This is an optimization exercise on Yosys and OpenROAD, whose aim is small area, a short achievable clock period and few clock cycles per item, not a production implementation. Only simulation tests tie the RTL to the original design; equivalence was not proved. Power and IR drop assume default switching activity.

## color_key_corner_search
module color_key_corner_search #(
	parameter int unsigned FRAME_WIDTH  = 640,
	parameter int unsigned FRAME_HEIGHT = 480,
	parameter int unsigned RADIUS       = 25
) (
	input  wire logic                                clk,
	input  wire logic                                arst_n,
	input  wire logic                                s_axis_tvalid,
	output logic                                     s_axis_tready,
	input  wire logic [ckcs_pkg::IN_TDATA_W-1:0]     s_axis_tdata,
	input  wire logic                                s_axis_tlast,
	output logic                                     m_axis_tvalid,
	input  wire logic                                m_axis_tready,
	output logic [ckcs_pkg::OUT_TDATA_W-1:0]         m_axis_tdata,
	input  wire logic                                cfg_wen,
	input  wire logic [ckcs_pkg::CFG_IDX_W-1:0]      cfg_addr,
	input  wire logic [ckcs_pkg::CFG_DAT_W-1:0]      cfg_wdata
);
For scale: ~330 flip-flops, ~130 I/O pins.
export LEC_CHECK = 0
export CAP_MARGIN = 20
export CORE_MARGIN = 2
export CORE_UTILIZATION = 40
export SETUP_SLACK_MARGIN = 4.7
export SLEW_MARGIN = 20
create_clock -name core_clock -period 7.5 [get_ports {clk}]
standard.sh (not shown) runs the stock make flow with config.mk's settings and CLKGATE_MAP_FILE= SYNTH_SCRIPT=/design/flow/synth_recipe.tcl, a recipe that flattens the netlist after the stock synthesis.
==> flow/flow/run.sh <==
#!/bin/bash
# Standard layout, with the port buffers made from buf_1 cells.
cp standard.sh standard_sh.txt
export BUFFER_PORTS_ARGS="-buffer_cell sky130_fd_sc_hd__buf_1"
bash standard.sh > standard.log 2>&1
Testbench counts at the start, summed over its fixed seeds: cycles 2,457,656, items 2,457,600.
Rerun with:
--- a/flow/design.v
+++ b/flow/design.v
@@ -118,18 +118,26 @@
 				case (cfg_addr)
 					3'd4: l_nkey <= ~cfg_wdata[23:0];
 					3'd5: r_nkey <= ~cfg_wdata[23:0];
 					3'd6: nthr   <= 11'd1024 - 11'(cfg_wdata[9:0]);
 					default: ;
 				endcase
 			end
 		end
 	end
+	function automatic logic gtc(input logic [12:0] a, input logic [12:0] b, input logic ci);
+		logic g;
+		g = ci;
+		for (int i = 0; i < 13; i++) begin
+			g = (a[i] != b[i]) ? a[i] : g;
+		end
+		gtc = g;
+	endfunction
 	logic [8:0] i_row, i_ch;
 	assign i_row = s_axis_tdata[40:32];
 	assign i_ch  = s_axis_tdata[50:42];
 	function automatic logic [8:0] kdiff(input logic [7:0] x, input logic [7:0] nk);
 		logic [8:0] t;
 		t     = 9'(x) + 9'(nk);
 		kdiff = {t[8], t[7:0] ^ {8{~t[8]}}};
 	endfunction
 	logic        tready_q, v1_q, v2_q, in_frame_q, res_valid_q;
@@ -142,30 +150,34 @@
 		lu_q    <= kdiff(s_axis_tdata[15:8],  l_nkey[15:8]);
 		lv_q    <= kdiff(s_axis_tdata[31:24], l_nkey[7:0]);
 		ry0_q   <= kdiff(s_axis_tdata[7:0],   r_nkey[23:16]);
 		ry1_q   <= kdiff(s_axis_tdata[23:16], r_nkey[23:16]);
 		ru_q    <= kdiff(s_axis_tdata[15:8],  r_nkey[15:8]);
 		rv_q    <= kdiff(s_axis_tdata[31:24], r_nkey[7:0]);
 		row1_q  <= i_row;
 		ch1_q   <= i_ch;
 		last1_q <= s_axis_tlast;
-		lin1_q  <= (i_row[8:1] >= l_syh) && (i_row <= l_eym1) && (i_ch >= l_sxh) && (i_ch <= l_exm1[9:1]);
-		rin1_q  <= (i_row[8:1] >= r_syh) && (i_row <= r_eym1) && (i_ch >= r_sxh) && (i_ch <= r_exm1[9:1]);
+		lin1_q  <= !gtc(13'(l_syh), 13'(i_row[8:1]), 1'b0) && !gtc(13'(i_row), 13'(l_eym1), 1'b0)
+			&& !gtc(13'(l_sxh), 13'(i_ch), 1'b0) && !gtc(13'(i_ch), 13'(l_exm1[9:1]), 1'b0);
+		rin1_q  <= !gtc(13'(r_syh), 13'(i_row[8:1]), 1'b0) && !gtc(13'(i_row), 13'(r_eym1), 1'b0)
+			&& !gtc(13'(r_sxh), 13'(i_ch), 1'b0) && !gtc(13'(i_ch), 13'(r_exm1[9:1]), 1'b0);
 	end
 	function automatic logic kmatch(input logic [8:0] dy, input logic [9:0] s1,
 			input logic [9:0] k1, input logic dv_c, input logic nt_hi);
 		logic [9:0]  y, s2;
 		logic [10:0] k2;
+		logic [9:0]  nk2;
 		logic        co;
 		y  = {2'b00, dy[7:0]};
 		s2 = s1 ^ k1 ^ y;
 		k2 = {(s1 & k1) | (s1 & y) | (k1 & y), dv_c};
-		co = {s2, dy[8]} > {~k2[9:0], 1'b0};
+		nk2 = ~k2[9:0];
+		co = {s2, dy[8]} > {nk2, 1'b0};
 		kmatch = ~(k2[10] ^ nt_hi ^ co);
 	endfunction
 	logic [9:0] l_a, l_b, l_s1, l_k1, r_a, r_b, r_s1, r_k1;
 	logic [1:0] lm, rm;
 	logic       last2_q, lin2_q, rin2_q;
 	logic [1:0] lm2_q, rm2_q;
 	logic       lhit2, lb2, rhit2, rb2;
 	logic [8:0] row2_q, ch2_q;
 	logic [10:0] ql2_q, qr2_q;    
@@ -194,22 +206,24 @@
 		lm2_q   <= lm;
 		rm2_q   <= rm;
 	end
 	logic [8:0]  lb_row, rb_row;
 	logic [9:0]  lb_col, rb_col;
 	logic        l_upd, r_upd, load;
 	function automatic logic nonneg3(input logic [12:0] a, input logic [12:0] b,
 			input logic [12:0] c, input logic e0, input logic e1);
 		logic [12:0] s1, k1;
+		logic [11:0] nk1;
 		logic        co;
 		s1 = a ^ b ^ c;
 		k1 = {((a[11:0] & b[11:0]) | (a[11:0] & c[11:0]) | (b[11:0] & c[11:0])), e0};
-		co = {s1[11:0], e1} > {~k1[11:0], 1'b0};
+		nk1 = ~k1[11:0];
+		co = gtc(13'(s1[11:0]), 13'(nk1), e1);
 		nonneg3 = ~(s1[12] ^ k1[12] ^ co);
 	endfunction
 	always_comb begin
 		lhit2 = lin2_q && (lm2_q[0] || lm2_q[1]);
 		lb2 = !lm2_q[0];
 		rhit2 = rin2_q && (rm2_q[0] || rm2_q[1]);
 		rb2 = rm2_q[1];
 		l_upd = v2_q && lhit2 && nonneg3({{2{ql2_q[10]}}, ql2_q}, {3'd0, lb_col}, ~{4'd0, lb_row},
 			!lb2, 1'b0);
Outcome: Routed wire length drops by about 4.4%. Sequential share of layout area rose by 1.5 points. Final area came out lower by about 4.3%. Combinational power falls by about 8%. Die area drops by about 4.5%. Hold slack got worse by 6.8 ps. Power drops by about 4.7%. Register-to-register slack got worse by 20 ps. Via count drops by 4.1%. Setup slack is worse by 16 ps. Fmax goes down by about 0.54%. Final cell count came out lower by 4.3%.
Testbench counts after the change, summed over its fixed seeds: cycles 2,457,656, items 2,457,600.

[what the ideal ports hide]
Ports are ideal in the flow. The routed layouts listed here were re-timed in OpenROAD.
Step 1 sets driving cells, clkbuf_16 on the clock port and buf_2 on the other inputs (assumed; they add their load-dependent delay and slew).
Step 2 moves the port delays by t, midway between the first and last clock arrival at a register: inputs arrive t later, outputs are due t later. That takes back most of the time a late clock gives input paths.
Three values: no drivers, after step 1, after step 2; two values: the first two.
| run | shift t [ns] | slack for setup (ns) | slew at the worst register clock pin (ns) | worst slew at a driven data input, ns | cell pins on the clock port's net |
|---|---|---|---|---|---|
| the first run | 0.617 | 4.579 / 4.579 / 4.088 | 0.06 / 0.06 | 0.11 | 1 |
| the second run | 0.601 | 4.563 / 4.563 / 4.084 | 0.06 / 0.06 | 0.09 | 1 |
After both steps setup and hold are still met in every run listed. The setup slack of the first run, which loses most, moves by 0.000 ns with the drivers and by -0.491 ns with both steps.
